Context: an optimization exercise on an open-source flow, tuned for small area, a short achievable clock period and few clock cycles per item. The choices shown serve that exercise and are no tape-out recipe. The RTL was checked by simulation tests, not by an equivalence proof against the original design. Power is estimated from default activity; no workload was simulated.

## wall_grid_neighbor_smoothing_core
module wall_grid_neighbor_smoothing_core (
	input  logic                                clk,
	input  logic                                arst_n,
	input  logic                                s_axis_tvalid,
	output logic                                s_axis_tready,
	input  logic [wgns_pkg::IN_DATA_W-1:0]      s_axis_tdata,   
	output logic                                m_axis_tvalid,
	input  logic                                m_axis_tready,
	output logic [wgns_pkg::OUT_DATA_W-1:0]     m_axis_tdata,   
	output logic [wgns_pkg::OUT_USER_W-1:0]     m_axis_tuser,   
	output logic                                m_axis_tlast,   
	input  logic                                cfg_we,
	input  logic [wgns_pkg::CFG_IDX_W-1:0]      cfg_index,
	input  logic [wgns_pkg::CFG_DATA_W-1:0]     cfg_wdata
);
Settings: LEC_CHECK=0, CAP_MARGIN=20, CORE_MARGIN=2, CORE_UTILIZATION=55, CTS_BUF_LIST=sky130_fd_sc_hd__clkbuf_8, CTS_CLUSTER_DIAMETER=55, CTS_CLUSTER_SIZE=18, HOLD_SLACK_MARGIN=0, SETUP_SLACK_MARGIN=2.9, SLEW_MARGIN=20; clock period 5.0 ns.
run.sh (not shown) runs the stock make flow with config.mk's settings and CLKGATE_MAP_FILE= SYNTH_SCRIPT=/design/flow/synth_recipe.tcl, a recipe that flattens the netlist after the stock synthesis.
The baseline ran to the end with no violations.
Testbench counts at the start, summed over its fixed seeds: cycles 72,316, items 68,207.
Then changed:
Settings changed: CORE_UTILIZATION 55 to 60, CTS_CLUSTER_DIAMETER 55 to 60, CTS_CLUSTER_SIZE 18 to 20, GPL_ROUTABILITY_DRIVEN from default to 0.
After rerunning:
- The changed run produced a clean layout
- worst hold slack is about the same
- design area decreases by 1.7%
- area after synthesis does not change
- total power decreases by 3.6%
- critical path depth does not change
- via count decreases by 0.60%
- utilization increases by 4.5 points
- count of clock-buffer cells in the layout decreases by 6
- synthesized cell count stays the same
- final cell count decreases by 4.0%
Then changed:
Settings changed: CORE_UTILIZATION 60 to 70, CTS_CLUSTER_DIAMETER 60 to 50, GPL_ROUTABILITY_DRIVEN 0 to default.
What happened: The new run went through all stages and came out clean; via count went up by 0.80%; synthesized cell count stays the same; global-route usage went up by 2.2 points.
Then changed:
Settings changed: CORE_UTILIZATION 70 to 60, CTS_CLUSTER_DIAMETER 50 to 60, TNS_END_PERCENT from default to 30.
Non-clock buffer count came out lower by 14. Maximum frequency barely changes. Final cell count came out higher by 2.2%. Die area came out higher by 16%. Sequential cell count does not change.
Then changed:
Settings changed: SETUP_SLACK_MARGIN 2.9 to 2.8, TNS_END_PERCENT 30 to default.
After rerunning:
- The new run finished clean
- non-clock buffer count decreases by 3
- fmax decreases by 0.31%
- first-iteration DRC count decreases by 11%

========
wall_grid_neighbor_smoothing_core again, from the RTL that the note above started with.
make LEC_CHECK=0 CAP_MARGIN=20 CORE_MARGIN=2 CORE_UTILIZATION=60 CTS_BUF_LIST=sky130_fd_sc_hd__clkbuf_8 CTS_CLUSTER_DIAMETER=60 CTS_CLUSTER_SIZE=20 HOLD_SLACK_MARGIN=0 SETUP_SLACK_MARGIN=3.0 SLEW_MARGIN=20 finish   # period 5.0 ns
The baseline completed with no timing, DRC or antenna violations.
Testbench counts at the start, summed over its fixed seeds: cycles 72,316, items 68,207.
Change:
- SETUP_SLACK_MARGIN: 3.0 -> 2.85
Wire length drops by 3.0%.
Sequential power climbs by about 2%.
Setup slack gets worse by 0.0046 ns.
Clock power climbs by 8.7%.
Utilization drops by 0.79 points.
Fmax stays flat.
Sequential share of layout area climbs by 0.90 points.
Power drops by 0.52%.
Hold slack gets better by 0.0066 ns.
First-iteration DRC count climbs by 30%.
Change:
- CTS_CLUSTER_DIAMETER: 60 -> 80
- CTS_CLUSTER_SIZE: 20 -> 16
- SETUP_SLACK_MARGIN: 2.85 -> 2.9
=>
- global-route usage goes up by 0.13 points
- first-iteration DRC count drops by 1.9%
- wire length grows by 0.94%
- cell count came out higher by 0.58%
- cell area barely changes
- sequential share of layout area hardly moves
- die area is unchanged

========
## garnet
Starting RTL as in the previous note.
clock: 5.0 ns
lec_check: 0
cap_margin: 20
core_margin: 2
core_utilization: 65
cts_buf_list: sky130_fd_sc_hd__clkbuf_8
cts_cluster_diameter: 60
cts_cluster_size: 20
hold_slack_margin: 0
setup_slack_margin: 2.9
slew_margin: 20
Every stage of the flow completed for garnet, and the final layout passed the timing, DRC and antenna checks.
Testbench counts of garnet, summed over its fixed seeds: cycles 72,316, items 68,207.
The following lists how violet was set up differently from garnet:
- an added ABC_AREA of 1
- a change of CORE_UTILIZATION from 65 to 60
Notes after the runs:
- Initial standard-cell utilization of the core ended up 5.4 points lower on violet than on garnet.
- Insertion delay to the later sink of the worst-skew pair for violet is higher than for garnet.
- violet ended up with a higher total number of tap cells than garnet did.
- The run showing the greater final wirelength is violet.
- Looking at cell count, violet sits 185 higher than garnet does.
- Re shortest period the worst path allows: garnet was lower than violet.
- Taking garnet as the reference point, the global routing usage summed across all routing layers of violet rises by 0.50 points.
- [compare] base=garnet new=violet: die area saw an increase, final-layout clock buffer total saw an increase.
## Diff of input files: harbor against violet
- clearing ABC_AREA, which used to be 1
--- outcome ---
Taking harbor as 1.0, violet lands at 1.19 on HPWL after detailed placement. Vias: harbor below violet. violet ended up with m_axis_tlast as its worst setup path endpoint; harbor ended up with m_axis_tuser[0]. NOTE final instance area violet->harbor decreased slightly.

-- static timing again, ports no longer ideal --
The flow's constraints put no driver on any port. The routed layouts listed below were extracted and timed again, unchanged, in two steps. Step 1 sets driving cells, clkbuf_16 on the clock port and buf_2 on the other inputs (assumed; they add their load-dependent delay and slew). Step 2 times the ports against the registers' clock, not the clock port: input delays grow and output delays shrink by t, the midpoint of the rising clock arrivals with the driver on. a / b / c = no drivers / after step 1 / after step 2; a / b = the first two.
run	shift t [ns]	setup slack, ns	worst hold slack (ns)	worst register clock-pin slew, ns
the first run of note 1	0.667	2.779 / 2.729 / 2.276	0.409 / 0.409 / 0.409	0.11 / 0.11
the second run of note 1	0.663	2.784 / 2.734 / 2.314	0.411 / 0.411 / 0.411	0.12 / 0.12
the third run of note 1	0.635	2.806 / 2.756 / 2.335	0.410 / 0.410 / 0.410	0.11 / 0.11
the fourth run of note 1	0.630	2.812 / 2.778 / 2.241	0.419 / 0.419 / 0.419	0.11 / 0.11
the fifth run of note 1	0.650	2.805 / 2.754 / 2.244	0.394 / 0.394 / 0.394	0.11 / 0.11
the first run of note 2	0.635	2.806 / 2.756 / 2.415	0.409 / 0.409 / 0.409	0.12 / 0.12
the second run of note 2	0.659	2.802 / 2.751 / 2.256	0.415 / 0.415 / 0.415	0.12 / 0.12
the third run of note 2	0.663	2.775 / 2.726 / 2.262	0.395 / 0.395 / 0.395	0.11 / 0.11
garnet	0.617	2.844 / 2.796 / 2.332	0.418 / 0.418 / 0.418	0.12 / 0.12
violet	0.637	2.830 / 2.778 / 2.361	0.276 / 0.248 / 0.414	0.12 / 0.12
harbor	0.651	2.820 / 2.770 / 2.332	0.417 / 0.417 / 0.417	0.12 / 0.12
After both steps setup and hold are still met in every run listed. For the fourth run of note 1, which loses most, drivers alone change the setup slack by -0.034 ns; drivers and shift together by -0.571 ns.
